This design comes from an exercise in tuning for small area, a short achievable clock period and few clock cycles per item on the open sky130 flow, not from production work. In this exercise RTL edits were held to simulation tests only and were not proved equivalent to the original.

File: flow/run.sh
#!/bin/bash
# synth_recipe.tcl (not shown) runs the flow's synth.tcl, then flattens the netlist and writes it again
# the make line also repeats each setting of config.mk as NAME=value (left out here)
make -C /OpenROAD-flow-scripts/flow DESIGN_CONFIG=/design/flow/config.mk WORK_HOME=/design/flow/orfs CLKGATE_MAP_FILE= SYNTH_SCRIPT=/design/flow/synth_recipe.tcl finish
File: flow/config.mk
export PLATFORM = sky130hd
export DESIGN_NAME = procedural_wipe_blend
export DESIGN_NICKNAME = procedural_wipe_blend
export VERILOG_FILES = /design/flow/design.v
export SDC_FILE = /design/flow/constraint.sdc
export NUM_CORES = 4
export LEC_CHECK = 0
export CAP_MARGIN = 20
export CORE_MARGIN = 2
export CORE_UTILIZATION = 50
export SETUP_SLACK_MARGIN = 2.0
export SLEW_MARGIN = 20
File: flow/constraint.sdc
create_clock -name core_clock -period 7.0 [get_ports {clock}]
set_input_delay 1.4000 -clock core_clock [delete_from_list [all_inputs] [get_ports {clock}]]
set_output_delay 1.4000 -clock core_clock [all_outputs]
set_load 0.01 [all_outputs]
File: flow/design.v
package pwb_pkg;
   localparam logic [2:0] CLS_FADE        = 3'd0;
   localparam logic [2:0] CLS_SOFT_LEAD   = 3'd1;
   localparam logic [2:0] CLS_SOFT_TRAIL  = 3'd2;
   localparam logic [2:0] CLS_SPLIT_OPEN  = 3'd3;
   localparam logic [2:0] CLS_SPLIT_CLOSE = 3'd4;
   localparam logic [2:0] CLS_DIAMOND     = 3'd5;
   localparam logic [2:0] CLS_DISSOLVE    = 3'd6;
   localparam logic [31:0] HASH_MUL_A = 32'h9e3779b9;
   localparam logic [22:0] HASH_MUL_B = 23'h6b352d;
endpackage
module pwb_weight (
   input  logic [2:0]         cls,
   input  logic               use_y,
   input  logic [1:0]         sh,
   input  logic [8:0]         r,
   input  logic [10:0]        hw,
   input  logic signed [14:0] cp,
   input  logic signed [14:0] cm,
   input  logic signed [7:0]  ext,
   input  logic [8:0]         dw,
   input  logic [11:0]        x,
   input  logic [11:0]        y,
   output logic [8:0]         w
);
   logic [11:0]        u;
   logic signed [14:0] tp, tm, t;
   logic               xge, use_p;
   logic [8:0]         w_soft, w_split, w_diam;
   logic [5:0]         dmask, dhalf, xm, ym, dax, day;
   logic signed [6:0]  dx, dy;
   logic signed [8:0]  drhs;
   always_comb begin
      u     = use_y ? y : x;
      tp    = cp + $signed({3'b000, u});
      tm    = cm - $signed({3'b000, u});
      xge   = x >= {1'b0, hw};
      case (cls)
         pwb_pkg::CLS_SOFT_LEAD:  use_p = 1'b1;
         pwb_pkg::CLS_SPLIT_OPEN: use_p = !xge;
         pwb_pkg::CLS_SPLIT_CLOSE: use_p = xge;
         default:                 use_p = 1'b0;
      endcase
      t = use_p ? tp : tm;
      if (t <= 0)        w_soft = 9'd0;
      else if (t >= 255) w_soft = 9'd256;
      else               w_soft = 9'(t);
      if (t <= 0)        w_split = 9'd0;
      else if (t >= 127) w_split = 9'd256;
      else               w_split = {t[7:0], 1'b0} + {8'd0, (t >= 64)};
      dmask = 6'h3f >> sh;
      dhalf = 6'd32 >> sh;
      xm    = x[5:0] & dmask;
      ym    = y[5:0] & dmask;
      dx    = $signed({1'b0, xm}) - $signed({1'b0, dhalf});
      dy    = $signed({1'b0, ym}) - $signed({1'b0, dhalf});
      dax   = 6'((dx < 0) ? -dx : dx);
      day   = 6'((dy < 0) ? -dy : dy);
      drhs  = $signed({3'b000, day}) + $signed({ext[7], ext});
      w_diam = ($signed({3'b000, dax}) < drhs) ? dw : 9'd0;
      case (cls)
         pwb_pkg::CLS_SOFT_LEAD, pwb_pkg::CLS_SOFT_TRAIL:   w = w_soft;
         pwb_pkg::CLS_SPLIT_OPEN, pwb_pkg::CLS_SPLIT_CLOSE: w = w_split;
         pwb_pkg::CLS_DIAMOND:                              w = w_diam;
         default:                                           w = r;
      endcase
   end
endmodule
module pwb_blend_cs (
   input  logic [7:0]  old_c,
   input  logic [7:0]  new_c,
   input  logic [8:0]  w,
   output logic [15:0] s,
   output logic [15:0] c
);
   logic [8:0][15:0] row;
   logic [5:0][15:0] a1;
   logic [3:0][15:0] a2;
   logic [2:0][15:0] a3;
   function automatic logic [31:0] csa(input logic [15:0] x, input logic [15:0] y,
                                       input logic [15:0] z);
      logic [15:0] sm, cy;
      sm = x ^ y ^ z;
      cy = ((x & y) | (x & z) | (y & z)) << 1;
      csa = {sm, cy};
   endfunction
   always_comb begin
      row[8] = {8'd0, (w[8] ? new_c : old_c)};
      for (int i = 0; i < 8; i++) begin
         row[i] = {8'd0, ((w[i] | w[8]) ? new_c : old_c)} << i;
      end
      {a1[0], a1[1]} = csa(row[8], row[0], row[1]);
      {a1[2], a1[3]} = csa(row[2], row[3], row[4]);
      {a1[4], a1[5]} = csa(row[5], row[6], row[7]);
      {a2[0], a2[1]} = csa(a1[0], a1[1], a1[2]);
      {a2[2], a2[3]} = csa(a1[3], a1[4], a1[5]);
      {a3[0], a3[1]} = csa(a2[0], a2[1], a2[2]);
      a3[2] = a2[3];
      {s, c} = csa(a3[0], a3[1], a3[2]);
   end
endmodule
module procedural_wipe_blend (
   input  logic        clock,
   input  logic        reset,
   input  logic        csr_valid,
   output logic        csr_ready,
   input  logic [2:0]  csr_index,
   input  logic [31:0] csr_data,
   input  logic        req_valid,
   output logic        req_ready,
   input  logic [11:0] req_pixel_x,
   input  logic [11:0] req_pixel_y,
   input  logic [7:0]  req_old_red,
   input  logic [7:0]  req_old_green,
   input  logic [7:0]  req_old_blue,
   input  logic [7:0]  req_new_red,
   input  logic [7:0]  req_new_green,
   input  logic [7:0]  req_new_blue,
   output logic        rsp_valid,
   input  logic        rsp_ready,
   output logic [7:0]  rsp_out_red,
   output logic [7:0]  rsp_out_green,
   output logic [7:0]  rsp_out_blue,
   output logic [8:0]  rsp_mix_weight
);
   assign csr_ready = 1'b1;
   logic [2:0]  cls;
   logic        use_y;
   logic [1:0]  sh;
   logic [8:0]  r;
   logic [11:0] fw, fh;
   logic [31:0] seed;
   logic [2:0]  dec_cls;
   logic        dec_use_y;
   always_comb begin
      dec_use_y = 1'b0;
      case (csr_data[6:0])
         7'd2:          begin dec_cls = pwb_pkg::CLS_SOFT_LEAD;   dec_use_y = 1'b1; end
         7'd3:          begin dec_cls = pwb_pkg::CLS_SOFT_TRAIL;  dec_use_y = 1'b1; end
         7'd4:                dec_cls = pwb_pkg::CLS_SOFT_LEAD;
         7'd5:                dec_cls = pwb_pkg::CLS_SOFT_TRAIL;
         7'd6:                dec_cls = pwb_pkg::CLS_SPLIT_OPEN;
         7'd7:                dec_cls = pwb_pkg::CLS_SPLIT_CLOSE;
         7'd8, 7'd9, 7'd10:   dec_cls = pwb_pkg::CLS_DIAMOND;
         7'd21:               dec_cls = pwb_pkg::CLS_DISSOLVE;
         default:             dec_cls = pwb_pkg::CLS_FADE;
      endcase
   end
   always_ff @(posedge clock) begin
      if (reset) begin
         cls   <= pwb_pkg::CLS_FADE;
         use_y <= 1'b0;
         sh    <= 2'd0;
         r     <= 9'd0;
         fw    <= 12'd800;
         fh    <= 12'd600;
         seed  <= 32'd0;
      end else if (csr_valid) begin
         case (csr_index)
            3'd0: begin
               cls   <= dec_cls;
               use_y <= dec_use_y;
               sh    <= csr_data[1:0];
            end
            3'd1: r    <= (csr_data[8:0] > 9'd256) ? 9'd256 : csr_data[8:0];
            3'd2: fw   <= csr_data[11:0];
            3'd3: fh   <= csr_data[11:0];
            3'd4: seed <= csr_data;
            default: ;
         endcase
      end
   end
   logic        is_soft, is_diss, is_diam, needs_eng;
   logic        restart, start_diss;
   logic        busy;
   logic [4:0]  cnt;
   logic [31:0] acc;
   logic [10:0] hw;
   logic [12:0] base;
   logic [8:0]  factor;
   logic        mbit;
   logic [31:0] opnd;
   assign hw = fw[11:1];
   assign is_soft = (cls == pwb_pkg::CLS_SOFT_LEAD) || (cls == pwb_pkg::CLS_SOFT_TRAIL) ||
                    (cls == pwb_pkg::CLS_SPLIT_OPEN) || (cls == pwb_pkg::CLS_SPLIT_CLOSE);
   assign is_diss = (cls == pwb_pkg::CLS_DISSOLVE);
   assign is_diam = (cls == pwb_pkg::CLS_DIAMOND);
   assign needs_eng = is_soft || is_diss || is_diam;
   always_comb begin
      restart = 1'b0;
      if (csr_valid) begin
         case (csr_index)
            3'd0: restart = 1'b1;
            3'd1: restart = is_soft || is_diam;
            3'd2, 3'd3: restart = is_soft;
            3'd4: restart = is_diss;
            default: restart = 1'b0;
         endcase
      end
      start_diss = (csr_index == 3'd0) ? (dec_cls == pwb_pkg::CLS_DISSOLVE) : is_diss;
      if (cls == pwb_pkg::CLS_SPLIT_OPEN || cls == pwb_pkg::CLS_SPLIT_CLOSE) base = {2'b00, hw} + 13'd127;
      else if (use_y)                                       base = {1'b0, fh} + 13'd255;
      else                                                  base = {1'b0, fw} + 13'd255;
      factor = (cls == pwb_pkg::CLS_SOFT_TRAIL || cls == pwb_pkg::CLS_SPLIT_CLOSE) ? r : (9'd256 - r);
      if (is_diss) begin
         mbit = pwb_pkg::HASH_MUL_A[cnt];
         opnd = seed;
      end else if (is_diam) begin
         mbit = r[cnt[3:0]];
         opnd = {23'd0, r};
      end else begin
         mbit = factor[cnt[3:0]];
         opnd = {19'd0, base};
      end
   end
   always_ff @(posedge clock) begin
      if (reset) begin
         busy <= 1'b0;
         cnt  <= 5'd0;
         acc  <= 32'd0;
      end else if (restart) begin
         busy <= 1'b1;
         cnt  <= start_diss ? 5'd31 : 5'd8;
         acc  <= 32'd0;
      end else if (busy) begin
         acc <= {acc[30:0], 1'b0} + (mbit ? opnd : 32'd0);
         cnt <= cnt - 5'd1;
         if (cnt == 5'd0) busy <= 1'b0;
      end
   end
   logic [12:0]        edge_v;
   logic [11:0]        hw2;
   logic signed [14:0] cp_n, cm_n, cp, cm;
   logic [10:0]        r3;
   logic [7:0]         ext_n, ext;
   logic [13:0]        fw3_n, fw3;
   logic [8:0]         dw;
   always_comb begin
      edge_v = acc[20:8];
      hw2    = {hw, 1'b0};
      if (cls == pwb_pkg::CLS_SPLIT_CLOSE) cp_n = $signed({2'b00, edge_v}) - $signed({3'b000, hw2});
      else if (cls == pwb_pkg::CLS_SOFT_LEAD) cp_n = 15'sd255 - $signed({2'b00, edge_v});
      else cp_n = 15'sd127 - $signed({2'b00, edge_v});
      if (cls == pwb_pkg::CLS_SPLIT_OPEN) cm_n = $signed({3'b000, hw2}) + 15'sd127 - $signed({2'b00, edge_v});
      else cm_n = $signed({2'b00, edge_v});
      r3    = {2'b00, r} + {1'b0, r, 1'b0};
      ext_n = 8'(r3 >> (3 + sh)) - 8'(6'd32 >> sh);
      fw3_n = {2'b00, fw} + {1'b0, fw, 1'b0};
      dw    = 9'd16 + acc[17:9];
   end
   always_ff @(posedge clock) begin
      cp  <= cp_n;
      cm  <= cm_n;
      ext <= ext_n;
      fw3 <= fw3_n;
   end
   logic        go;
   logic        rr_q;
   logic        ov, kv;
   logic [32:0] od, kd;
   assign go        = !kv;
   assign req_ready = rr_q;
   logic        v0;
   logic [11:0] x0, y0;
   logic [47:0] p0;    
   always_ff @(posedge clock) begin
      if (reset) v0 <= 1'b0;
      else if (go) v0 <= req_valid && rr_q;
   end
   always_ff @(posedge clock) begin
      if (go) begin
         x0 <= req_pixel_x;
         y0 <= req_pixel_y;
         p0 <= {req_old_red, req_old_green, req_old_blue,
                req_new_red, req_new_green, req_new_blue};
      end
   end
   logic [8:0] w1_n;
   pwb_weight u_weight (
      .cls   (cls),
      .use_y (use_y),
      .sh    (sh),
      .r     (r),
      .hw    (hw),
      .cp    (cp),
      .cm    (cm),
      .ext   (ext),
      .dw    (dw),
      .x     (x0),
      .y     (y0),
      .w     (w1_n)
   );
   function automatic logic [51:0] csa26(input logic [25:0] a, input logic [25:0] b,
                                         input logic [25:0] c);
      logic [25:0] sm, cy;
      sm = a ^ b ^ c;
      cy = ((a & b) | (a & c) | (b & c)) << 1;
      csa26 = {sm, cy};
   endfunction
   function automatic logic [45:0] csa23(input logic [22:0] a, input logic [22:0] b,
                                         input logic [22:0] c);
      logic [22:0] sm, cy;
      sm = a ^ b ^ c;
      cy = ((a & b) | (a & c) | (b & c)) << 1;
      csa23 = {sm, cy};
   endfunction
   logic [7:0][25:0] ir;
   logic [5:0][25:0] il1;
   logic [3:0][25:0] il2;
   logic [2:0][25:0] il3;
   logic [25:0] is_n, ic_n;
   logic [13:0] m;
   always_comb begin
      for (int j = 0; j < 6; j++) begin
         case (y0[2*j +: 2])
            2'd0: m = 14'd0;
            2'd1: m = {2'b00, fw};
            2'd2: m = {1'b0, fw, 1'b0};
            default: m = fw3;
         endcase
         ir[j] = {12'd0, m} << (2 * j);
      end
      ir[6] = {14'd0, x0};
      ir[7] = {2'b00, acc[23:0]};
      {il1[0], il1[1]} = csa26(ir[0], ir[1], ir[2]);
      {il1[2], il1[3]} = csa26(ir[3], ir[4], ir[5]);
      il1[4] = ir[6];
      il1[5] = ir[7];
      {il2[0], il2[1]} = csa26(il1[0], il1[1], il1[2]);
      {il2[2], il2[3]} = csa26(il1[3], il1[4], il1[5]);
      {il3[0], il3[1]} = csa26(il2[0], il2[1], il2[2]);
      il3[2] = il2[3];
      {is_n, ic_n} = csa26(il3[0], il3[1], il3[2]);
   end
   logic        v1;
   logic [8:0]  w1;
   logic [47:0] p1;
   logic [25:0] is1, ic1;
   always_ff @(posedge clock) begin
      if (reset) v1 <= 1'b0;
      else if (go) v1 <= v0;
   end
   always_ff @(posedge clock) begin
      if (go) begin
         w1  <= w1_n;
         p1  <= p0;
         is1 <= is_n;
         ic1 <= ic_n;
      end
   end
   logic [2:0][15:0] bs_n;
   logic [2:0][15:0] bc_n;
   for (genvar ch = 0; ch < 3; ch++) begin : g_blend
      pwb_blend_cs u_bl (
         .old_c (p1[47 - 8*ch -: 8]),
         .new_c (p1[23 - 8*ch -: 8]),
         .w     (w1),
         .s     (bs_n[ch]),
         .c     (bc_n[ch])
      );
   end
   logic [25:0] isum;
   logic [31:0] hv0;
   logic [22:0] h_n;
   always_comb begin
      isum = is1 + ic1;
      hv0  = {6'd0, isum} + {acc[31:24], 24'd0};
      h_n  = hv0[22:0] ^ {7'd0, hv0[31:16]};
   end
   logic        v2;
   logic [8:0]  w2;
   logic [2:0][15:0] bs2;
   logic [2:0][15:0] bc2;
   logic [22:0] h2;
   logic [47:0] p2;
   always_ff @(posedge clock) begin
      if (reset) v2 <= 1'b0;
      else if (go) v2 <= v1;
   end
   always_ff @(posedge clock) begin
      if (go) begin
         w2  <= w1;
         bs2 <= bs_n;
         bc2 <= bc_n;
         h2  <= h_n;
         p2  <= p1;
      end
   end
   logic [2:0][7:0] mix;
   logic [2:0][15:0] bsum;
   always_comb begin
      for (int ch = 0; ch < 3; ch++) begin
         bsum[ch] = bs2[ch] + bc2[ch];
         mix[ch]  = bsum[ch][15:8];
      end
   end
   logic [12:0][22:0] hr;
   logic [8:0][22:0] hl1;
   logic [5:0][22:0] hl2;
   logic [3:0][22:0] hl3;
   logic [2:0][22:0] hl4;
   logic [22:0] hs_n, hc_n;
   always_comb begin
      hr[0]  = h2;
      hr[1]  = h2 << 2;
      hr[2]  = h2 << 3;
      hr[3]  = h2 << 5;
      hr[4]  = h2 << 8;
      hr[5]  = h2 << 10;
      hr[6]  = h2 << 12;
      hr[7]  = h2 << 13;
      hr[8]  = h2 << 16;
      hr[9]  = h2 << 17;
      hr[10] = h2 << 19;
      hr[11] = h2 << 21;
      hr[12] = h2 << 22;
      {hl1[0], hl1[1]} = csa23(hr[0], hr[1], hr[2]);
      {hl1[2], hl1[3]} = csa23(hr[3], hr[4], hr[5]);
      {hl1[4], hl1[5]} = csa23(hr[6], hr[7], hr[8]);
      {hl1[6], hl1[7]} = csa23(hr[9], hr[10], hr[11]);
      hl1[8] = hr[12];
      {hl2[0], hl2[1]} = csa23(hl1[0], hl1[1], hl1[2]);
      {hl2[2], hl2[3]} = csa23(hl1[3], hl1[4], hl1[5]);
      {hl2[4], hl2[5]} = csa23(hl1[6], hl1[7], hl1[8]);
      {hl3[0], hl3[1]} = csa23(hl2[0], hl2[1], hl2[2]);
      {hl3[2], hl3[3]} = csa23(hl2[3], hl2[4], hl2[5]);
      {hl4[0], hl4[1]} = csa23(hl3[0], hl3[1], hl3[2]);
      hl4[2] = hl3[3];
      {hs_n, hc_n} = csa23(hl4[0], hl4[1], hl4[2]);
   end
   logic        v3;
   logic [22:0] hs3, hc3;
   logic [47:0] p3;
   always_ff @(posedge clock) begin
      if (reset) v3 <= 1'b0;
      else if (go) v3 <= v2;
   end
   always_ff @(posedge clock) begin
      if (go) begin
         hs3 <= hs_n;
         hc3 <= hc_n;
         p3  <= p2;
      end
   end
   logic [22:0] hp;
   logic [7:0]  hbyte;
   logic        dsel;
   always_comb begin
      hp    = hs3 + hc3;
      hbyte = hp[7:0] ^ hp[22:15];
      dsel  = {1'b0, hbyte} < r;
   end
   logic [32:0] xd;
   logic        xv;
   logic        ofree;
   always_comb begin
      if (is_diss) begin
         xv = v3;
         xd = dsel ? {p3[23:0], 9'd256} : {p3[47:24], 9'd0};
      end else begin
         xv = v2;
         xd = {mix[0], mix[1], mix[2], w2};
      end
      ofree = !ov || rsp_ready;
   end
   always_ff @(posedge clock) begin
      if (reset) begin
         ov <= 1'b0;
         kv <= 1'b0;
      end else if (go) begin
         if (ofree) ov <= xv;
         else       kv <= xv;
      end else if (ofree) begin
         ov <= 1'b1;
         kv <= 1'b0;
      end
   end
   always_ff @(posedge clock) begin
      if (ofree) od <= kv ? kd : xd;
      if (go && !ofree) kd <= xd;
   end
   logic kv_n, busy_n, needs_n;
   always_comb begin
      if (go) kv_n = !ofree && xv;
      else    kv_n = !ofree;
      busy_n  = restart || (busy && (cnt != 5'd0));
      needs_n = (csr_valid && csr_index == 3'd0) ? (dec_cls != pwb_pkg::CLS_FADE) : needs_eng;
   end
   always_ff @(posedge clock) begin
      if (reset) rr_q <= 1'b0;
      else       rr_q <= !kv_n && !(needs_n && busy_n);
   end
   assign rsp_valid      = ov;
   assign rsp_out_red    = od[32:25];
   assign rsp_out_green  = od[24:17];
   assign rsp_out_blue   = od[16:9];
   assign rsp_mix_weight = od[8:0];
endmodule
==> results of run 1 <==
==> layer usage <==
layer	global-route usage, %	part of all wire, %
met1	38.4	47
met2	38.0	43
met3	5.59	7.8
met4	7.14	2.5
met5	0	0
==> worst max-delay path, delay by kind of cell, from the launching register on <==
| kind | cells | cell delay (ps) |
|---|---|---|
| flip-flops | 1 | 880 |
| AO/OA/AOI/OAI | 5 | 1590 |
| adder cells (fa/ha/maj) | 1 | 310 |
| AND/OR/NAND/NOR | 5 | 1250 |
| buffers and inverters | 2 | 560 |
==> state kept, by name, summed over array words and instances (netlist names), 33 cells and up <==
signal,count
p1,48
od,33
bc2,36
kd,33
bs2,36
p3,48
p2,48
p0,48
==> cells in the final DEF, fill, tap and decap left out, types with 151 or more instances in the layout <==
master	instances
a21oi_1	213
dfxtp_1	151
edfxtp_1	482
fa_1	302
ha_1	382
inv_1	328
mux2i_1	189
nand2_1	326
nor2_1	192
o21ai_0	151
xnor2_1	153
==> timing repair <==
action	CTS	global route
endpoints found under the setup margin	73	58
gates resized for setup	41	65
endpoints found under the hold margin	0	0
pin swaps	5	36
gates cloned	1	3
buffers inserted	3	21
hold buffers	0	0
==> cells by family after synthesis <==
family,after synthesis,share of synthesized area (%)
mux,343,8.16
other cells,1,0.00835
compound gates,767,11.1
simple gates,827,8.43
flops,648,39.6
fa+ha+maj,686,24.2
xor+xnor,203,3.96
buf+inv,531,4.52
==> stage by stage <==
| step | instance area [sq um] | utilization (%) |
|---|---|---|
| 4_1_cts | 50200 | 56.7 |
| 3_5_place_dp | 47600 | 53.7 |
| 3_3_place_gp | 47600 | 53.7 |
| 5_1_grt | 50700 | 57.2 |
| 2_1_floorplan | 44900 | - |
| 6_report | 50700 | 57.2 |
==> layout make-up <==
cell class | count | area share, %
clock inverter | 40 | 0.753
inverter | 342 | 2.56
clock buffer | 95 | 4.09
tap | 1165 | 2.88
timing repair buffer | 224 | 4.26
multi-input combinational | 2827 | 50.3
sequential | 648 | 35.2
==> worst max-delay path by stage <==
stage / cells after the start / end
2_1_floorplan: 22 / w1[5]
3_3_place_gp: 20 / acc[30]
3_5_place_dp: 22 / acc[31]
4_1_cts: 21 / acc[30]
5_1_grt: 20 / acc[30]
6_report: 13 / w1[1]
==> impl_metrics.json, run 1 <==
{
  "yosysTopAreaCell": "edfxtp_1",
  "vias": 30400,
  "yosysWarnings": 3,
  "worst_slew_pin_slew_ps": 1070,
  "htree_levels": 3,
  "ys_ff_latch": 648,
  "seq_area_frac_synth_pct": 39.6,
  "grt_pass1_wl_mm": 183,
  "crit_path_start": "fw[8]",
  "reg2reg_to": "w1[1]",
  "syn_inst": 4006,
  "timing.slew.headroom_pct": 28.4,
  "drtIter0Drc": 2478,
  "portBuffers": 146,
  "path_cells": "clkinv_1 > buf_4 > ha_1 > nand2_1 > o21ai_0 > nor3_1 > a21oi_1 > nand2_2 > or4_4 > a21oi_2 > a21o_2 > nor2_2 > a221o_1",
  "rsz0062_at_grt": "yes",
  "diodes": 0,
  "setup_tns_ps": 0,
  "numCtsBuffers": 74,
  "hold_depth": 0,
  "dieArea_sq_mm": 0.0923,
  "clock_skew_ps": 32.2,
  "area_growth_pct": 12.8,
  "timing.rr.start": "fw[8]",
  "synth_top_area_share_pct": 32.2,
  "ios": 148,
  "multi_input_area_sq_mm": 0.0255,
  "cts.sinks": 648,
  "synth_edf_count": 482,
  "cap_violations": 0,
  "async_reset_ff_share_pct": 0,
  "cts_tree": "done",
  "grt_pass1_vias": 30100,
  "root_buffer": "clkbuf_16",
  "setup_viol": 0,
  "max_freq_mhz": 205,
  "whs_ps": 403,
  "cp.required_ps": 7380,
  "gr-total-overflow": 0,
  "wl_per_cell_um": 22.4,
  "fin_ws_ps": 2120,
  "firstDrtPassIters": 6,
  "clk_path_buf_depth": 3,
  "startpoint_type": "flop",
  "pre_cts_ws_ps": 1440,
  "fin_crit_sh_pct": 69.7,
  "drive_gt1_share_pct": 11.1,
  "ff_latch_area_sq_mm": 0.0178,
  "min_from": "p0[45]",
  "synth_flop_cell": "edfxtp_1",
  "finalNonFillerCells": 5341,
  "max_stage_delay_ps": 880,
  "ant_nets": 0,
  "nets": 4915,
  "avgSynthCellArea_sq_um": 11.2,
  "syn_nets": 4804,
  "hold_viol": 0,
  "worstSetupPathType": "flop to flop",
  "cp_max_fo": 19,
  "core_area_sq_mm": 0.0886,
  "post-dp-hpwl_mm": 87.2,
  "drt-total-wl_mm": 120,
  "critPathCaptureType": "flop",
  "whs_endpoint": "p1[45]",
  "vias_per_cell": 5.70,
  "r2r_slack_ps": 2120,
  "drc": 0,
  "grt_use_total_pct": 25.8,
  "cp.arrival_ps": 5260,
  "dp.cells": 5178,
  "synth.top_cells.by_count": "edfxtp_1, ha_1, inv_1",
  "clk_pin_slew_ps": 60,
  "rows": 109,
  "hold_class": "flop to flop",
  "syn_area_sq_mm": 0.0449,
  "routabilityCongestion": 0.952,
  "outcome": "finished clean",
  "die_x_um": 304,
  "initial_core_util_pct": 50.7,
  "synth.distinct_cells": 92,
  "antenna_found_initial": 3,
  "synth_most_common_cell": "edfxtp_1",
  "period_needed_ps": 4880,
  "grt_max_degree": 148,
  "drv_slew": 0,
  "synth_area_leaders": "edfxtp_1, fa_1, ha_1, dfxtp_1, mux2i_1",
  "die_height_um": 304,
  "clk-insertion-delay-late_ps": 660,
  "fillCellCount": 7598,
  "ff2ff_path_depth": 13,
  "crit_path_top_delay_cell": "dfxtp_1"
}
Testbench counts, summed over its fixed seeds: cycles 17,142, items 16,384.
==> inputs of run 2 (changes only) <==
--- a/flow/design.v
+++ b/flow/design.v
@@ -13,5 +13,5 @@
    input  logic [2:0]         cls,
    input  logic               use_y,
-   input  logic [1:0]         sh,
+   input  logic [2:0]         shoh,    
    input  logic [8:0]         r,
    input  logic [10:0]        hw,
@@ -28,9 +28,10 @@
    logic               xge, use_p;
    logic [8:0]         w_soft, w_split, w_diam;
-   logic [5:0]         dmask, dhalf, xm, ym, dax, day;
-   logic signed [6:0]  dx, dy;
+   logic [5:0]         dhalf, dax, day;
+   logic [4:0]         lmask, xl, yl;
+   logic               xt, yt;
    logic signed [8:0]  drhs;
    always_comb begin
-      u     = use_y ? y : x;
+      u     = x;   
       tp    = cp + $signed({3'b000, u});
       tm    = cm - $signed({3'b000, u});
@@ -49,12 +50,12 @@
       else if (t >= 127) w_split = 9'd256;
       else               w_split = {t[7:0], 1'b0} + {8'd0, (t >= 64)};
-      dmask = 6'h3f >> sh;
-      dhalf = 6'd32 >> sh;
-      xm    = x[5:0] & dmask;
-      ym    = y[5:0] & dmask;
-      dx    = $signed({1'b0, xm}) - $signed({1'b0, dhalf});
-      dy    = $signed({1'b0, ym}) - $signed({1'b0, dhalf});
-      dax   = 6'((dx < 0) ? -dx : dx);
-      day   = 6'((dy < 0) ? -dy : dy);
+      dhalf = shoh[0] ? 6'd32 : (shoh[1] ? 6'd16 : 6'd8);
+      lmask = shoh[0] ? 5'd31 : (shoh[1] ? 5'd15 : 5'd7);
+      xt    = shoh[0] ? x[5] : (shoh[1] ? x[4] : x[3]);
+      yt    = shoh[0] ? y[5] : (shoh[1] ? y[4] : y[3]);
+      xl    = x[4:0] & lmask;
+      yl    = y[4:0] & lmask;
+      dax   = xt ? {1'b0, xl} : dhalf - {1'b0, xl};
+      day   = yt ? {1'b0, yl} : dhalf - {1'b0, yl};
       drhs  = $signed({3'b000, day}) + $signed({ext[7], ext});
       w_diam = ($signed({3'b000, dax}) < drhs) ? dw : 9'd0;
@@ -127,5 +128,5 @@
    logic [2:0]  cls;
    logic        use_y;
-   logic [1:0]  sh;
+   logic [2:0]  shoh;
    logic [8:0]  r;
    logic [11:0] fw, fh;
@@ -151,5 +152,5 @@
          cls   <= pwb_pkg::CLS_FADE;
          use_y <= 1'b0;
-         sh    <= 2'd0;
+         shoh  <= 3'b001;
          r     <= 9'd0;
          fw    <= 12'd800;
@@ -161,5 +162,5 @@
                cls   <= dec_cls;
                use_y <= dec_use_y;
-               sh    <= csr_data[1:0];
+               shoh  <= {csr_data[1], csr_data[1:0] == 2'd1, csr_data[1:0] == 2'd0};
             end
             3'd1: r    <= (csr_data[8:0] > 9'd256) ? 9'd256 : csr_data[8:0];
@@ -203,28 +204,41 @@
       else                                                  base = {1'b0, fw} + 13'd255;
       factor = (cls == pwb_pkg::CLS_SOFT_TRAIL || cls == pwb_pkg::CLS_SPLIT_CLOSE) ? r : (9'd256 - r);
-      if (is_diss) begin
-         mbit = pwb_pkg::HASH_MUL_A[cnt];
-         opnd = seed;
-      end else if (is_diam) begin
-         mbit = r[cnt[3:0]];
-         opnd = {23'd0, r};
-      end else begin
-         mbit = factor[cnt[3:0]];
-         opnd = {19'd0, base};
-      end
+      if (is_diss)      opnd = seed;
+      else if (is_diam) opnd = {23'd0, r};
+      else              opnd = {19'd0, base};
+   end
+   logic [4:0]  cnt_n;
+   logic        pend, mbit_q;
+   logic [31:0] opnd_q;
+   always_comb begin
+      if (restart)            cnt_n = start_diss ? 5'd31 : 5'd8;
+      else if (busy && !pend) cnt_n = cnt - 5'd1;
+      else                    cnt_n = cnt;
+      if (is_diss)      mbit = pwb_pkg::HASH_MUL_A[cnt_n];
+      else if (is_diam) mbit = r[cnt_n[3:0]];
+      else              mbit = factor[cnt_n[3:0]];
+   end
+   always_ff @(posedge clock) begin
+      mbit_q <= mbit;
+      opnd_q <= opnd;
    end
    always_ff @(posedge clock) begin
       if (reset) begin
          busy <= 1'b0;
+         pend <= 1'b0;
          cnt  <= 5'd0;
          acc  <= 32'd0;
-      end else if (restart) begin
-         busy <= 1'b1;
-         cnt  <= start_diss ? 5'd31 : 5'd8;
-         acc  <= 32'd0;
-      end else if (busy) begin
-         acc <= {acc[30:0], 1'b0} + (mbit ? opnd : 32'd0);
-         cnt <= cnt - 5'd1;
-         if (cnt == 5'd0) busy <= 1'b0;
+      end else begin
+         cnt <= cnt_n;
+         if (restart) begin
+            busy <= 1'b1;
+            pend <= 1'b1;
+            acc  <= 32'd0;
+         end else if (pend) begin
+            pend <= 1'b0;
+         end else if (busy) begin
+            acc <= {acc[30:0], 1'b0} + (mbit_q ? opnd_q : 32'd0);
+            if (cnt == 5'd0) busy <= 1'b0;
+         end
       end
    end
@@ -245,5 +259,7 @@
       else cm_n = $signed({2'b00, edge_v});
       r3    = {2'b00, r} + {1'b0, r, 1'b0};
-      ext_n = 8'(r3 >> (3 + sh)) - 8'(6'd32 >> sh);
+      if (shoh[0])      ext_n = 8'(r3 >> 3) - 8'd32;
+      else if (shoh[1]) ext_n = 8'(r3 >> 4) - 8'd16;
+      else              ext_n = 8'(r3 >> 5) - 8'd8;
       fw3_n = {2'b00, fw} + {1'b0, fw, 1'b0};
       dw    = 9'd16 + acc[17:9];
@@ -257,7 +273,8 @@
    logic        go;
    logic        rr_q;
-   logic        ov, kv;
-   logic [32:0] od, kd;
-   assign go        = !kv;
+   logic [1:0]  ocnt;       
+   logic        owp, orp;   
+   logic [32:0] oq0, oq1;
+   assign go        = !ocnt[1];
    assign req_ready = rr_q;
    logic        v0;
@@ -270,5 +287,5 @@
    always_ff @(posedge clock) begin
       if (go) begin
-         x0 <= req_pixel_x;
+         x0 <= use_y ? req_pixel_y : req_pixel_x;   
          y0 <= req_pixel_y;
          p0 <= {req_old_red, req_old_green, req_old_blue,
@@ -280,5 +297,5 @@
       .cls   (cls),
       .use_y (use_y),
-      .sh    (sh),
+      .shoh  (shoh),
       .r     (r),
       .hw    (hw),
@@ -453,5 +470,6 @@
    logic [32:0] xd;
    logic        xv;
-   logic        ofree;
+   logic        owr, ord;
+   logic [1:0]  ocnt_n;
    always_comb begin
       if (is_diss) begin
@@ -462,34 +480,35 @@
          xd = {mix[0], mix[1], mix[2], w2};
       end
-      ofree = !ov || rsp_ready;
+      owr    = go && xv;
+      ord    = (ocnt != 2'd0) && rsp_ready;
+      ocnt_n = ocnt + {1'b0, owr} - {1'b0, ord};
    end
    always_ff @(posedge clock) begin
       if (reset) begin
-         ov <= 1'b0;
-         kv <= 1'b0;
-      end else if (go) begin
-         if (ofree) ov <= xv;
-         else       kv <= xv;
-      end else if (ofree) begin
-         ov <= 1'b1;
-         kv <= 1'b0;
+         ocnt <= 2'd0;
+         owp  <= 1'b0;
+         orp  <= 1'b0;
+      end else begin
+         ocnt <= ocnt_n;
+         if (owr) owp <= !owp;
+         if (ord) orp <= !orp;
       end
    end
    always_ff @(posedge clock) begin
-      if (ofree) od <= kv ? kd : xd;
-      if (go && !ofree) kd <= xd;
+      if (owr && !owp) oq0 <= xd;
+      if (owr && owp)  oq1 <= xd;
    end
-   logic kv_n, busy_n, needs_n;
+   logic busy_n, needs_n;
    always_comb begin
-      if (go) kv_n = !ofree && xv;
-      else    kv_n = !ofree;
-      busy_n  = restart || (busy && (cnt != 5'd0));
+      busy_n  = restart || (busy && (pend || cnt != 5'd0));
       needs_n = (csr_valid && csr_index == 3'd0) ? (dec_cls != pwb_pkg::CLS_FADE) : needs_eng;
    end
    always_ff @(posedge clock) begin
       if (reset) rr_q <= 1'b0;
-      else       rr_q <= !kv_n && !(needs_n && busy_n);
+      else       rr_q <= !ocnt_n[1] && !(needs_n && busy_n);
    end
-   assign rsp_valid      = ov;
+   logic [32:0] od;
+   assign od             = orp ? oq1 : oq0;
+   assign rsp_valid      = (ocnt != 2'd0);
    assign rsp_out_red    = od[32:25];
    assign rsp_out_green  = od[24:17];
--- a/flow/config.mk
+++ b/flow/config.mk
@@ -9,4 +9,4 @@
 export CORE_MARGIN = 2
 export CORE_UTILIZATION = 50
-export SETUP_SLACK_MARGIN = 2.0
+export SETUP_SLACK_MARGIN = 2.8
 export SLEW_MARGIN = 20
==> impl_metrics.json, run 2 <==
{
  "outcome": "finished clean",
  "design_area_sq_mm": 0.0514,
  "synth.top_cells.by_count": "edfxtp_1, ha_1, inv_1",
  "hold_viol": 0,
  "synth_edf_count": 482,
  "setup_viol": 0,
  "grt_max_degree": 77,
  "nets": 4987,
  "fillCellCount": 7746,
  "clock_skew_ps": 31.9,
  "ant_nets": 0,
  "clk_path_buf_depth": 3,
  "timing.slew.headroom_pct": 34.4,
  "clk_pin_slew_ps": 60,
  "synth_area_leaders": "edfxtp_1, fa_1, ha_1, dfxtp_1, mux2i_1",
  "setup_tns_ps": 0,
  "drc": 0,
  "hold_class": "flop to flop",
  "pre_cts_ws_ps": 1990,
  "root_buffer": "clkbuf_16",
  "async_reset_ff_share_pct": 0,
  "rows": 110,
  "worst_slew_pin_slew_ps": 984,
  "cp.arrival_ps": 4790,
  "timing.rr.start": "hc3[8]",
  "crit_path_start": "hc3[8]",
  "portBuffers": 146,
  "drive_gt1_share_pct": 11.1,
  "cap_violations": 0,
  "critPathCaptureType": "flop",
  "ff2ff_path_depth": 20,
  "startpoint_type": "flop",
  "syn_area_sq_mm": 0.0457,
  "r2r_slack_ps": 2590,
  "clk-insertion-delay-late_ps": 650,
  "htree_levels": 3,
  "gr-total-overflow": 0,
  "area_growth_pct": 12.5,
  "die_x_um": 306,
  "vias_per_cell": 5.70,
  "grt_pass1_vias": 31400,
  "post_dp_cell_area_sq_mm": 0.0483,
  "syn_inst": 4070,
  "ys_ff_latch": 684,
  "drtIter0Drc": 2609,
  "yosysTopAreaCell": "edfxtp_1",
  "final_common_cell": "edfxtp_1",
  "vias": 31000,
  "max_freq_mhz": 227,
  "synth_flop_cell": "edfxtp_1",
  "whs_ps": 416,
  "synth_most_common_cell": "edfxtp_1",
  "ios": 148,
  "syn_nets": 4864,
  "dieArea_sq_mm": 0.0937,
  "seq_area_frac_synth_pct": 40.6,
  "routabilityCongestion": 0.900,
  "cp_max_fo": 5,
  "reg2reg_to": "oq1[16]",
  "most-common-layout-cells": "edfxtp_1, ha_1, inv_1, nand2_1, fa_1",
  "cp.required_ps": 7380,
  "crit_path_end": "oq1[16]",
  "cts_tree": "done",
  "drv_slew": 0,
  "grt_use_total_pct": 26.2,
  "antenna_found_initial": 2,
  "synth.distinct_cells": 90,
  "die_height_um": 306,
  "wl_per_cell_um": 22.3,
  "numCtsBuffers": 78,
  "grt_pass1_wl_mm": 188,
  "fin_crit_sh_pct": 63.0,
  "utilization_pct": 56.9,
  "drt-total-wl_mm": 121,
  "initial_core_util_pct": 50.6,
  "worstSetupPathType": "flop to flop",
  "firstDrtPassIters": 5,
  "yosysWarnings": 3,
  "core_area_sq_mm": 0.0903,
  "post-dp-hpwl_mm": 88.0,
  "rsz0062_at_grt": "yes",
  "period_needed_ps": 4410,
  "avgSynthCellArea_sq_um": 11.2,
  "fin_ws_ps": 2590,
  "cts.sinks": 684,
  "synth_top_area_share_pct": 31.7
}
run 2: through the flow:
| step | std cells |
|---|---|
| finish | 5434 |
| floorplan | 4070 |
| global placement | 5250 |
| detailed placement | 5250 |
| CTS | 5405 |
| global route | 5432 |
run 2: metal layers:
layer	global-route usage [%]	up-vias	share of wire [%]
met5	0	-	0.0099
met4	6.73	2	2.4
met3	3.95	180	5.9
met2	41.7	902	46
met1	37.5	15400	46
li1	-	14500	-
run 2: final cells by class:
cell class                 instances  area [sq um]  share of cell area, %
inverter                         356          1350                   2.63
sequential                       684         18500                   36.1
timing repair buffer             237          2200                   4.28
clock buffer                      98          2110                   4.10
antenna                            2          5.00                0.00974
tap                             1176          1470                   2.86
clock inverter                    45           450                  0.877
multi-input combinational       2836         25300                   49.2
run 2: critical path: stages, from the launching register on:
cell and delay [ps]:
edfxtp_1 360, ha_1 290, a21o_1 150, a21o_1 170, a21oi_2 150, o21ai_2 80
a211oi_2 240, o21bai_1 120, a21oi_1 170, xnor2_1 150, ha_1 280, a21o_1 180
a221o_1 310, a21o_1 170, a21o_1 160, a21oi_2 130, nor2_2 60, a31oi_4 220
buf_12 180, mux2_4 300, a211o_1 270
run 2: worst min path at each step:
stage / start / to / slack, ps / cells after the start
final: p2[22] / p3[22] / 420 / 0
after global routing: p2[22] / p3[22] / 420 / 0
after CTS: p2[22] / p3[22] / 410 / 0
after detailed placement: p0[11] / p1[11] / 400 / 0
after global placement: p0[25] / p1[25] / 400 / 0
after floorplan: fw[0] / fw3[0] / 390 / 0
run 2: logic make-up (layout without fill, tap and decap cells):
group / count (synthesis) / after routing / synth area share, %
fa+ha+maj: 682 / 682 / 23.7
mux: 342 / 342 / 7.93
compound gates: 770 / 770 / 10.7
other cells: 1 / 3 / 0.00821
xor+xnor: 200 / 200 / 3.84
flops: 684 / 684 / 40.6
buf+inv: 550 / 736 / 4.65
simple gates: 841 / 841 / 8.63
run 2: repair_timing:
item / in CTS / in global routing
pin swaps: 26 / 22
setup buffers: 12 / 27
hold buffers: 0 / 0
endpoints found under the hold margin: 0 / 0
gates resized for setup: 25 / 34
endpoints found under the setup margin: 113 / 105
Testbench counts of run 2, summed over its fixed seeds: cycles 17,197, items 16,384.
==> inputs of run 3 (changes only) <==
--- a/flow/design.v
+++ b/flow/design.v
@@ -194,5 +194,6 @@
             3'd0: restart = 1'b1;
             3'd1: restart = is_soft || is_diam;
-            3'd2, 3'd3: restart = is_soft;
+            3'd2: restart = is_soft && !use_y;
+            3'd3: restart = is_soft && use_y;
             3'd4: restart = is_diss;
             default: restart = 1'b0;
@@ -210,4 +211,5 @@
    logic [4:0]  cnt_n;
    logic        pend, mbit_q;
+   logic [4:0]  cnt_m;
    logic [31:0] opnd_q;
    always_comb begin
@@ -215,7 +217,8 @@
       else if (busy && !pend) cnt_n = cnt - 5'd1;
       else                    cnt_n = cnt;
-      if (is_diss)      mbit = pwb_pkg::HASH_MUL_A[cnt_n];
-      else if (is_diam) mbit = r[cnt_n[3:0]];
-      else              mbit = factor[cnt_n[3:0]];
+      cnt_m = (busy && !pend) ? cnt - 5'd1 : cnt;
+      if (is_diss)      mbit = pwb_pkg::HASH_MUL_A[cnt_m];
+      else if (is_diam) mbit = r[cnt_m[3:0]];
+      else              mbit = factor[cnt_m[3:0]];
    end
    always_ff @(posedge clock) begin
@@ -273,8 +276,7 @@
    logic        go;
    logic        rr_q;
-   logic [1:0]  ocnt;       
-   logic        owp, orp;   
-   logic [32:0] oq0, oq1;
-   assign go        = !ocnt[1];
+   logic        ov, kv;     
+   logic [32:0] od, kd;
+   assign go        = !kv;
    assign req_ready = rr_q;
    logic        v0;
@@ -308,10 +310,10 @@
       .w     (w1_n)
    );
-   function automatic logic [51:0] csa26(input logic [25:0] a, input logic [25:0] b,
-                                         input logic [25:0] c);
-      logic [25:0] sm, cy;
+   function automatic logic [63:0] csa32(input logic [31:0] a, input logic [31:0] b,
+                                         input logic [31:0] c);
+      logic [31:0] sm, cy;
       sm = a ^ b ^ c;
       cy = ((a & b) | (a & c) | (b & c)) << 1;
-      csa26 = {sm, cy};
+      csa32 = {sm, cy};
    endfunction
    function automatic logic [45:0] csa23(input logic [22:0] a, input logic [22:0] b,
@@ -322,9 +324,9 @@
       csa23 = {sm, cy};
    endfunction
-   logic [7:0][25:0] ir;
-   logic [5:0][25:0] il1;
-   logic [3:0][25:0] il2;
-   logic [2:0][25:0] il3;
-   logic [25:0] is_n, ic_n;
+   logic [7:0][31:0] ir;
+   logic [5:0][31:0] il1;
+   logic [3:0][31:0] il2;
+   logic [2:0][31:0] il3;
+   logic [31:0] is_n, ic_n;
    logic [13:0] m;
    always_comb begin
@@ -336,22 +338,22 @@
             default: m = fw3;
          endcase
-         ir[j] = {12'd0, m} << (2 * j);
+         ir[j] = {18'd0, m} << (2 * j);
       end
-      ir[6] = {14'd0, x0};
-      ir[7] = {2'b00, acc[23:0]};
-      {il1[0], il1[1]} = csa26(ir[0], ir[1], ir[2]);
-      {il1[2], il1[3]} = csa26(ir[3], ir[4], ir[5]);
+      ir[6] = {20'd0, x0};
+      ir[7] = acc;
+      {il1[0], il1[1]} = csa32(ir[0], ir[1], ir[2]);
+      {il1[2], il1[3]} = csa32(ir[3], ir[4], ir[5]);
       il1[4] = ir[6];
       il1[5] = ir[7];
-      {il2[0], il2[1]} = csa26(il1[0], il1[1], il1[2]);
-      {il2[2], il2[3]} = csa26(il1[3], il1[4], il1[5]);
-      {il3[0], il3[1]} = csa26(il2[0], il2[1], il2[2]);
+      {il2[0], il2[1]} = csa32(il1[0], il1[1], il1[2]);
+      {il2[2], il2[3]} = csa32(il1[3], il1[4], il1[5]);
+      {il3[0], il3[1]} = csa32(il2[0], il2[1], il2[2]);
       il3[2] = il2[3];
-      {is_n, ic_n} = csa26(il3[0], il3[1], il3[2]);
+      {is_n, ic_n} = csa32(il3[0], il3[1], il3[2]);
    end
    logic        v1;
    logic [8:0]  w1;
    logic [47:0] p1;
-   logic [25:0] is1, ic1;
+   logic [31:0] is1, ic1;
    always_ff @(posedge clock) begin
       if (reset) v1 <= 1'b0;
@@ -377,10 +379,8 @@
       );
    end
-   logic [25:0] isum;
    logic [31:0] hv0;
    logic [22:0] h_n;
    always_comb begin
-      isum = is1 + ic1;
-      hv0  = {6'd0, isum} + {acc[31:24], 24'd0};
+      hv0  = is1 + ic1;
       h_n  = hv0[22:0] ^ {7'd0, hv0[31:16]};
    end
@@ -460,42 +460,37 @@
       end
    end
-   logic [22:0] hp;
-   logic [7:0]  hbyte;
-   logic        dsel;
+   logic [7:0]  hp_lo, hp_h0, hp_h1;
+   logic [15:0] hp_c;
+   logic        dsel0, dsel1, dsel;
    always_comb begin
-      hp    = hs3 + hc3;
-      hbyte = hp[7:0] ^ hp[22:15];
-      dsel  = {1'b0, hbyte} < r;
+      hp_lo = hs3[7:0] + hc3[7:0];
+      hp_c  = {1'b0, hs3[14:0]} + {1'b0, hc3[14:0]};
+      hp_h0 = hs3[22:15] + hc3[22:15];
+      hp_h1 = hs3[22:15] + hc3[22:15] + 8'd1;
+      dsel0 = {1'b0, hp_lo ^ hp_h0} < r;
+      dsel1 = {1'b0, hp_lo ^ hp_h1} < r;
+      dsel  = hp_c[15] ? dsel1 : dsel0;
    end
    logic [32:0] xd;
-   logic        xv;
-   logic        owr, ord;
-   logic [1:0]  ocnt_n;
+   logic        xv, ofree, kv_n;
    always_comb begin
-      if (is_diss) begin
-         xv = v3;
-         xd = dsel ? {p3[23:0], 9'd256} : {p3[47:24], 9'd0};
-      end else begin
-         xv = v2;
-         xd = {mix[0], mix[1], mix[2], w2};
-      end
-      owr    = go && xv;
-      ord    = (ocnt != 2'd0) && rsp_ready;
-      ocnt_n = ocnt + {1'b0, owr} - {1'b0, ord};
+      xv = is_diss ? v3 : v2;
+      xd = (!is_diss || dsel) ? (is_diss ? {p3[23:0], 9'd256} : {mix[0], mix[1], mix[2], w2})
+                              : {p3[47:24], 9'd0};
+      ofree = !ov || rsp_ready;
+      kv_n  = go ? (!ofree && xv) : !ofree;
    end
    always_ff @(posedge clock) begin
       if (reset) begin
-         ocnt <= 2'd0;
-         owp  <= 1'b0;
-         orp  <= 1'b0;
+         ov <= 1'b0;
+         kv <= 1'b0;
       end else begin
-         ocnt <= ocnt_n;
-         if (owr) owp <= !owp;
-         if (ord) orp <= !orp;
+         kv <= kv_n;
+         if (ofree) ov <= go ? xv : 1'b1;
       end
    end
    always_ff @(posedge clock) begin
-      if (owr && !owp) oq0 <= xd;
-      if (owr && owp)  oq1 <= xd;
+      if (ofree) od <= kv ? kd : xd;
+      if (go && !ofree) kd <= xd;
    end
    logic busy_n, needs_n;
@@ -506,9 +501,7 @@
    always_ff @(posedge clock) begin
       if (reset) rr_q <= 1'b0;
-      else       rr_q <= !ocnt_n[1] && !(needs_n && busy_n);
+      else       rr_q <= !kv_n && !(needs_n && busy_n);
    end
-   logic [32:0] od;
-   assign od             = orp ? oq1 : oq0;
-   assign rsp_valid      = (ocnt != 2'd0);
+   assign rsp_valid      = ov;
    assign rsp_out_red    = od[32:25];
    assign rsp_out_green  = od[24:17];
--- a/flow/config.mk
+++ b/flow/config.mk
@@ -8,5 +8,5 @@
 export CAP_MARGIN = 20
 export CORE_MARGIN = 2
-export CORE_UTILIZATION = 50
-export SETUP_SLACK_MARGIN = 2.8
+export CORE_UTILIZATION = 55
+export SETUP_SLACK_MARGIN = 3.0
 export SLEW_MARGIN = 20
==> impl_metrics.json, run 3 <==
{
  "outcome": "finished clean",
  "fin_ws_ps": 2790,
  "syn_nets": 4873,
  "setup_tns_ps": 0,
  "reg2reg_to": "od[18]",
  "hold_viol": 0,
  "rows": 106,
  "vias": 31900,
  "wl_per_cell_um": 23.5,
  "synth_edf_count": 490,
  "multi_input_area_sq_mm": 0.0257,
  "cts_tree": "done",
  "synth_area_leaders": "edfxtp_1, fa_1, ha_1, dfxtp_1, mux2i_1",
  "final_common_cell": "edfxtp_1",
  "yosysTopAreaCell": "edfxtp_1",
  "pre_cts_ws_ps": 1890,
  "crit_path_end": "od[18]",
  "grt_pass1_vias": 32700,
  "vias_per_cell": 5.92,
  "worst_slew_pin_slew_ps": 1040,
  "cp.arrival_ps": 4590,
  "cp_max_fo": 6,
  "whs_ps": 417,
  "fillCellCount": 6513,
  "nets": 5039,
  "synth.top_cells.by_count": "edfxtp_1, ha_1, nand2_1",
  "max_freq_mhz": 237,
  "firstDrtPassIters": 6,
  "drtIter0Drc": 2665,
  "synth.distinct_cells": 96,
  "timing.rr.start": "hs3[15]",
  "cts.sinks": 690,
  "grt_max_degree": 143,
  "critPathCaptureType": "flop",
  "ff_latch_area_sq_mm": 0.0187,
  "grt_pass1_wl_mm": 195,
  "rsz0062_at_grt": "yes",
  "timing.slew.headroom_pct": 30.4,
  "crit_path_start": "hs3[15]",
  "fin_crit_sh_pct": 60.2,
  "initial_core_util_pct": 55.3,
  "cp.required_ps": 7380,
  "cap_violations": 0,
  "setup_viol": 0,
  "ant_nets": 0,
  "clk-insertion-delay-late_ps": 640,
  "seq_area_frac_synth_pct": 40.7,
  "area_growth_pct": 13.9,
  "htree_levels": 3,
  "worstSetupPathType": "flop to flop",
  "yosysWarnings": 3,
  "ys_ff_latch": 690,
  "core_area_sq_mm": 0.0833,
  "clk_pin_slew_ps": 60,
  "synth_most_common_cell": "edfxtp_1",
  "dieArea_sq_mm": 0.0860,
  "drt-total-wl_mm": 127,
  "top_layer_used": "met4",
  "portBuffers": 146,
  "drv_slew": 0,
  "antenna_found_initial": 2,
  "post-dp-hpwl_mm": 91.2,
  "syn_inst": 4072,
  "avgSynthCellArea_sq_um": 11.3,
  "syn_area_sq_mm": 0.0460,
  "synth_flop_cell": "edfxtp_1",
  "clock_skew_ps": 33.8,
  "hold_class": "flop to flop",
  "die_height_um": 293,
  "startpoint_type": "flop",
  "ff2ff_path_depth": 19,
  "numCtsBuffers": 78,
  "grt_use_total_pct": 29.7,
  "most-common-layout-cells": "edfxtp_1, ha_1, nand2_1, inv_1, fa_1",
  "async_reset_ff_share_pct": 0,
  "synth_top_area_share_pct": 32.0,
  "drc": 0,
  "routabilityCongestion": 0.951,
  "ios": 148,
  "root_buffer": "clkbuf_16",
  "hold_buffers": 0,
  "drive_gt1_share_pct": 12.2,
  "r2r_slack_ps": 2790,
  "met1_length_mm": 56.3,
  "period_needed_ps": 4210,
  "gr-total-overflow": 0,
  "met2_length_mm": 57.9,
  "wl_met3_mm": 8.99,
  "die_x_um": 293,
  "clk_path_buf_depth": 3
}
run 3: cell type report:
| class | instances | area share (%) |
|---|---|---|
| Inverter | 347 | 2.54 |
| Timing Repair Buffer | 278 | 5.03 |
| Clock buffer | 101 | 4.23 |
| Tap cell | 1080 | 2.58 |
| Antenna cell | 1 | 0.00477 |
| Multi-Input combinational cell | 2843 | 48.9 |
| Sequential cell | 690 | 35.7 |
| Clock inverter | 44 | 0.966 |
run 3: per-stage QoR:
stage	instances	cell area [sq um]	utilization [%]
after floorplan	4072	46100	-
after global placement	5161	48600	58.3
after detailed placement	5161	48600	58.3
after CTS	5335	51800	62.2
after global routing	5383	52400	63.0
final	5384	52400	63.0
run 3: critical path, cell delays in order (launching register included):
cell	delay, ps
edfxtp_1	380
ha_2	220
fa_2	360
a21o_1	180
a21oi_2	160
o21bai_1	80
a21oi_1	180
xnor2_1	190
buf_4	170
nand3_2	70
xnor2_1	140
ha_2	220
a2111oi_4	270
a211oi_2	140
mux2i_4	250
buf_6	170
buf_12	150
mux2i_2	250
o21ai_2	80
mux2_4	280
run 3: metal layers:
metal	track usage, %	vias to the layer above
met5	0	-
met4	8.37	0
met3	4.33	188
met2	47.1	1098
met1	42.6	15900
li1	-	14700
run 3: cells by family after synthesis:
kind of cell             synth area share (%)
AND/OR/NAND/NOR                          8.74
AO/OA/AOI/OAI                            10.5
flip-flops                               40.7
adder cells (fa/ha/maj)                  23.7
buffers and inverters                    4.47
multiplexers                             7.93
XOR/XNOR                                 4.03
other                                 0.00815
run 3: timing repair:
item | CTS | global route
cloned | 2 | 0
resized for setup | 51 | 77
setup buffers | 27 | 48
pin swaps | 13 | 21
setup endpoints to repair | 144 | 111
run 3: how the worst min path moves through the flow:
stage	from	endpoint	slack [ps]	cells past startpoint
finish	p2[17]	p3[17]	420	0
global route	p0[32]	p1[32]	420	0
CTS	p2[31]	p3[31]	420	0
detailed placement	p0[27]	p1[27]	400	0
global placement	p0[8]	p1[8]	400	0
floorplan	fw[0]	fw3[0]	390	0
Testbench counts of run 3, summed over its fixed seeds: cycles 17,177, items 16,384.
==> inputs of run 4 (changes only) <==
--- a/flow/design.v
+++ b/flow/design.v
@@ -45,8 +45,8 @@
       t = use_p ? tp : tm;
       if (t <= 0)        w_soft = 9'd0;
-      else if (t >= 255) w_soft = 9'd256;
+      else if (t >= 255) w_soft = 9'h1ff;
       else               w_soft = 9'(t);
       if (t <= 0)        w_split = 9'd0;
-      else if (t >= 127) w_split = 9'd256;
+      else if (t >= 127) w_split = 9'h1ff;
       else               w_split = {t[7:0], 1'b0} + {8'd0, (t >= 64)};
       dhalf = shoh[0] ? 6'd32 : (shoh[1] ? 6'd16 : 6'd8);
@@ -64,5 +64,5 @@
          pwb_pkg::CLS_SPLIT_OPEN, pwb_pkg::CLS_SPLIT_CLOSE: w = w_split;
          pwb_pkg::CLS_DIAMOND:                              w = w_diam;
-         default:                                           w = r;
+         default:                                           w = {r[8], r[7:0] | {8{r[8]}}};
       endcase
    end
@@ -71,5 +71,5 @@
    input  logic [7:0]  old_c,
    input  logic [7:0]  new_c,
-   input  logic [8:0]  w,
+   input  logic [8:0]  sel,     
    output logic [15:0] s,
    output logic [15:0] c
@@ -87,7 +87,7 @@
    endfunction
    always_comb begin
-      row[8] = {8'd0, (w[8] ? new_c : old_c)};
+      row[8] = {8'd0, (sel[8] ? new_c : old_c)};
       for (int i = 0; i < 8; i++) begin
-         row[i] = {8'd0, ((w[i] | w[8]) ? new_c : old_c)} << i;
+         row[i] = {8'd0, (sel[i] ? new_c : old_c)} << i;
       end
       {a1[0], a1[1]} = csa(row[8], row[0], row[1]);
@@ -181,5 +181,5 @@
    logic [8:0]  factor;
    logic        mbit;
-   logic [31:0] opnd;
+   logic [12:0] base_q;
    assign hw = fw[11:1];
    assign is_soft = (cls == pwb_pkg::CLS_SOFT_LEAD) || (cls == pwb_pkg::CLS_SOFT_TRAIL) ||
@@ -205,12 +205,8 @@
       else                                                  base = {1'b0, fw} + 13'd255;
       factor = (cls == pwb_pkg::CLS_SOFT_TRAIL || cls == pwb_pkg::CLS_SPLIT_CLOSE) ? r : (9'd256 - r);
-      if (is_diss)      opnd = seed;
-      else if (is_diam) opnd = {23'd0, r};
-      else              opnd = {19'd0, base};
    end
    logic [4:0]  cnt_n;
-   logic        pend, mbit_q;
+   logic        pend, ms_q, mb_q;
    logic [4:0]  cnt_m;
-   logic [31:0] opnd_q;
    always_comb begin
       if (restart)            cnt_n = start_diss ? 5'd31 : 5'd8;
@@ -223,6 +219,7 @@
    end
    always_ff @(posedge clock) begin
-      mbit_q <= mbit;
-      opnd_q <= opnd;
+      ms_q   <= mbit && is_diss;    
+      mb_q   <= mbit && !is_diss;   
+      base_q <= is_diam ? {4'd0, r} : base;
    end
    always_ff @(posedge clock) begin
@@ -241,5 +238,5 @@
             pend <= 1'b0;
          end else if (busy) begin
-            acc <= {acc[30:0], 1'b0} + (mbit_q ? opnd_q : 32'd0);
+            acc <= {acc[30:0], 1'b0} + (({32{ms_q}} & seed) | {19'd0, {13{mb_q}} & base_q});
             if (cnt == 5'd0) busy <= 1'b0;
          end
@@ -276,8 +273,8 @@
    logic        go;
    logic        rr_q;
-   logic        ov, kv;     
-   logic [32:0] od, kd;
-   assign go        = !kv;
-   assign req_ready = rr_q;
+   logic        ov;         
+   logic [32:0] od;
+   assign go        = !ov || rsp_ready;   
+   assign req_ready = go && rr_q;
    logic        v0;
    logic [11:0] x0, y0;
@@ -353,5 +350,5 @@
    end
    logic        v1;
-   logic [8:0]  w1;
+   logic [8:0]  w1;    
    logic [47:0] p1;
    logic [31:0] is1, ic1;
@@ -374,5 +371,5 @@
          .old_c (p1[47 - 8*ch -: 8]),
          .new_c (p1[23 - 8*ch -: 8]),
-         .w     (w1),
+         .sel   (w1),
          .s     (bs_n[ch]),
          .c     (bc_n[ch])
@@ -387,8 +384,24 @@
    logic        v2;
    logic [8:0]  w2;
+   logic [5:0][15:0] s2, s2_n;
+   logic [71:0]      dv1, dv2;
    logic [2:0][15:0] bs2;
    logic [2:0][15:0] bc2;
    logic [22:0] h2;
    logic [47:0] p2;
+   always_comb begin
+      dv1 = {1'b0, h_n, p1};
+      for (int k = 0; k < 6; k++) begin
+         if (is_diss) s2_n[k] = {dv1[12*k +: 12], 4'd0};
+         else         s2_n[k] = (k < 3) ? bs_n[k] : bc_n[k - 3];
+      end
+      for (int k = 0; k < 6; k++) dv2[12*k +: 12] = s2[k][15:4];
+      for (int k = 0; k < 3; k++) begin
+         bs2[k] = s2[k];
+         bc2[k] = s2[k + 3];
+      end
+      p2 = dv2[47:0];
+      h2 = dv2[70:48];
+   end
    always_ff @(posedge clock) begin
       if (reset) v2 <= 1'b0;
@@ -397,9 +410,6 @@
    always_ff @(posedge clock) begin
       if (go) begin
-         w2  <= w1;
-         bs2 <= bs_n;
-         bc2 <= bc_n;
-         h2  <= h_n;
-         p2  <= p1;
+         w2  <= {w1[8], w1[7:0] & {8{!w1[8]}}};
+         s2  <= s2_n;
       end
    end
@@ -473,24 +483,16 @@
    end
    logic [32:0] xd;
-   logic        xv, ofree, kv_n;
+   logic        xv;
    always_comb begin
       xv = is_diss ? v3 : v2;
       xd = (!is_diss || dsel) ? (is_diss ? {p3[23:0], 9'd256} : {mix[0], mix[1], mix[2], w2})
                               : {p3[47:24], 9'd0};
-      ofree = !ov || rsp_ready;
-      kv_n  = go ? (!ofree && xv) : !ofree;
    end
    always_ff @(posedge clock) begin
-      if (reset) begin
-         ov <= 1'b0;
-         kv <= 1'b0;
-      end else begin
-         kv <= kv_n;
-         if (ofree) ov <= go ? xv : 1'b1;
-      end
+      if (reset)   ov <= 1'b0;
+      else if (go) ov <= xv;
    end
    always_ff @(posedge clock) begin
-      if (ofree) od <= kv ? kd : xd;
-      if (go && !ofree) kd <= xd;
+      if (go) od <= xd;
    end
    logic busy_n, needs_n;
@@ -501,5 +503,5 @@
    always_ff @(posedge clock) begin
       if (reset) rr_q <= 1'b0;
-      else       rr_q <= !kv_n && !(needs_n && busy_n);
+      else       rr_q <= !(needs_n && busy_n);
    end
    assign rsp_valid      = ov;
--- a/flow/config.mk
+++ b/flow/config.mk
@@ -9,4 +9,6 @@
 export CORE_MARGIN = 2
 export CORE_UTILIZATION = 55
+export CTS_BUF_LIST = sky130_fd_sc_hd__clkbuf_8
+export CTS_CLUSTER_SIZE = 25
 export SETUP_SLACK_MARGIN = 3.0
 export SLEW_MARGIN = 20
==> impl_metrics.json, run 4 <==
{
  "startpoint_type": "primary input",
  "most-common-layout-cells": "nand2_1, edfxtp_1, ha_1, inv_1, fa_1",
  "path_cells": "clkdlybuf4s15_1 > nand2b_4 > and2_1 > clkdlybuf4s50_1",
  "grt_max_degree": 146,
  "r2r_slack_ps": 3090,
  "dieArea_sq_mm": 0.0799,
  "post-dp-hpwl_mm": 88.9,
  "max_stage_delay_ps": 530,
  "yosysTopAreaCell": "edfxtp_1",
  "worstSetupPathType": "primary input to output port",
  "numCtsBuffers": 98,
  "outcome": "finished clean",
  "synth.top_cells.by_count": "nand2_1, ha_1, edfxtp_1",
  "rsz0062_at_grt": "yes",
  "drtIter0Drc": 2121,
  "synth_fa_ha_area_share_pct": 25.5,
  "ys_ff_latch": 567,
  "synthXorXnorAreaFrac_pct": 4.43,
  "synth_area_leaders": "edfxtp_1, fa_1, ha_1, dfxtp_1, nand2_1",
  "clock_skew_ps": 36.0,
  "area_growth_pct": 12.8,
  "synth-simple-area-share_pct": 9.96,
  "min_from": "p0[15]",
  "seq_area_frac_synth_pct": 35.6,
  "synth_top_family_by_area": "adder cells",
  "vias": 30700,
  "largest_register_ffs": 72,
  "timing.slew.headroom_pct": 36.4,
  "synth_mux_area_share_pct": 7.55,
  "async_reset_ff_share_pct": 0,
  "hold_class": "flop to flop",
  "grt_pass1_wl_mm": 183,
  "final_common_cell": "nand2_1",
  "ff2ff_path_depth": 18,
  "syn_nets": 4888,
  "synth_top_area_share_pct": 27.1,
  "die_height_um": 283,
  "fin_ws_ps": 3070,
  "grt_use_total_pct": 30.5,
  "design_area_sq_mm": 0.0482,
  "routabilityCongestion": 0.924,
  "wl_per_cell_um": 22.4,
  "clk-insertion-delay-late_ps": 750,
  "root_buffer": "clkbuf_8",
  "reg2reg_to": "od[21]",
  "setup_tns_ps": 0,
  "fillCellCount": 6477,
  "rows": 102,
  "post_dp_cell_area_sq_mm": 0.0451,
  "cp_max_fo": 4,
  "cp_top_family": "buffers and inverters",
  "top_register": "s2",
  "cp.required_ps": 5600,
  "cp.arrival_ps": 2530,
  "syn_inst": 4086,
  "ant_nets": 0,
  "core_area_sq_mm": 0.0772,
  "critPathCaptureType": "output port",
  "period_needed_ps": 3930,
  "cts.sinks": 567,
  "timing.rr.start": "hc3[15]",
  "crit_path_top_delay_cell": "clkdlybuf4s50_1",
  "synth_edf_count": 386,
  "antenna_found_initial": 2,
  "nets": 5061,
  "drive_gt1_share_pct": 11.2,
  "die_x_um": 283,
  "whs_endpoint": "p1[15]",
  "gr-total-overflow": 0,
  "clk_pin_slew_ps": 60,
  "portBuffers": 146,
  "setup_viol": 0,
  "cts_tree": "done",
  "synth_flop_cell": "edfxtp_1",
  "synth.distinct_cells": 85,
  "hold_buffers": 0,
  "vias_per_cell": 5.70,
  "cap_violations": 0,
  "max_freq_mhz": 254,
  "htree_levels": 3,
  "firstDrtPassIters": 6,
  "avgSynthCellArea_sq_um": 10.5,
  "syn_area_sq_mm": 0.0427,
  "drt-total-wl_mm": 120,
  "drv_slew": 0,
  "hold_viol": 0,
  "synth_compound_area_share_pct": 11.9,
  "clk_path_buf_depth": 3,
  "fin_crit_sh_pct": 56.2,
  "path_buf_inv": 2,
  "whs_ps": 413,
  "drc": 0,
  "crit_cells": 4,
  "synth_most_common_cell": "nand2_1",
  "utilization_pct": 62.4,
  "pre_cts_ws_ps": 2250,
  "hold_depth": 0,
  "worst_slew_pin_slew_ps": 952,
  "grt_pass1_vias": 30300,
  "yosysWarnings": 3,
  "initial_core_util_pct": 55.3,
  "ios": 148
}
==> run 4: cell types whose count changed in the layout (fill, tap and decap cells not counted), moves of 30 or more <==
cell | previous run | this run
clkbuf_8 | 5 | 106
a21oi_1 | 209 | 240
inv_1 | 337 | 367
o21ai_0 | 155 | 197
edfxtp_1 | 490 | 386
clkbuf_16 | 84 | 1
nand2_1 | 347 | 492
==> run 4: cells by family after synthesis <==
family                     Yosys count
AOI/OAI and AO/OA                  805
and+or+nand+nor                    944
muxes                              302
xor gates and xnor gates           216
DFF                                567
buffers and inverters              561
other                                1
adders and majority gates          690
==> run 4: metal layers <==
metal | global-route usage, % | routed length [um] | vias up
met5 | 0 | 0 | -
met1 | 38.9 | 50500 | 15000
met3 | 3.02 | 5050 | 259
met2 | 52.4 | 58800 | 859
li1 | - | - | 14600
met4 | 14.1 | 5980 | 0
==> run 4: through the flow <==
stage	std cells
after global placement	5104
after CTS	5309
after detailed placement	5104
final	5380
after global routing	5378
after floorplan	4086
==> run 4: worst max path at each step <==
stage / from / end / slack [ps]
4_1_cts: hs3[16] / od[22] / 2950
2_1_floorplan: rsp_ready / req_ready / 2740
5_1_grt: ms_q / acc[30] / 2890
6_report: rsp_ready / req_ready / 3070
3_5_place_dp: rsp_ready / req_ready / 2250
3_3_place_gp: rsp_ready / req_ready / 2290
==> run 4: what timing repair did <==
item,4_1_cts,5_1_grt
gates cloned,4,1
endpoints found under the setup margin,83,68
pin swaps,3,23
resized for setup,29,59
setup buffers,24,66
==> run 4: layout make-up <==
class,instances,area [sq um],area share [%]
Multi-Input combinational cell,2960,25700,53.4
Sequential cell,567,15200,31.6
Timing Repair Buffer,282,2620,5.44
Clock buffer,106,1460,3.03
Inverter,350,1340,2.77
Tap cell,1040,1300,2.70
Clock inverter,71,504,1.05
Antenna cell,4,10.0,0.0208
Testbench counts of run 4, summed over its fixed seeds: cycles 17,177, items 16,384.

-- re-timing with driven ports --
In the flow no input, the clock included, has a driving cell. The finished layouts below were timed again as built, in two steps.
Step 1 (the two cells are an assumption about what drives the block):
set clk [get_ports {clock}]
set_driving_cell -lib_cell sky130_fd_sc_hd__clkbuf_16 $clk
set_driving_cell -lib_cell sky130_fd_sc_hd__buf_2 [delete_from_list [all_inputs] $clk]
Step 2 adds t to the input delays and takes it off the output delays; t is the mean of the earliest and latest rising clock arrival at the registers after step 1. Input paths then give back, and output paths get back, about the clock's delay inside the block.
a / b / c = ideal ports / drivers / drivers and shift; a / b = the first two.
run | t (ns) | setup slack, ns | worst setup path at the end | worst register clock-pin slew, ns
run 1 | 0.712 | 2.118 / 2.118 / 2.118 | register to register | 0.06 / 0.06
run 2 | 0.712 | 2.589 / 2.589 / 2.423 | input to register | 0.06 / 0.06
run 3 | 0.692 | 2.785 / 2.785 / 2.549 | input to register | 0.07 / 0.07
run 4 | 0.795 | 3.069 / 3.047 / 2.925 | input to register | 0.07 / 0.07
After both steps every run listed still meets setup and hold. For run 3, which loses most, drivers alone change the setup slack by 0.000 ns; drivers and shift together by -0.236 ns.
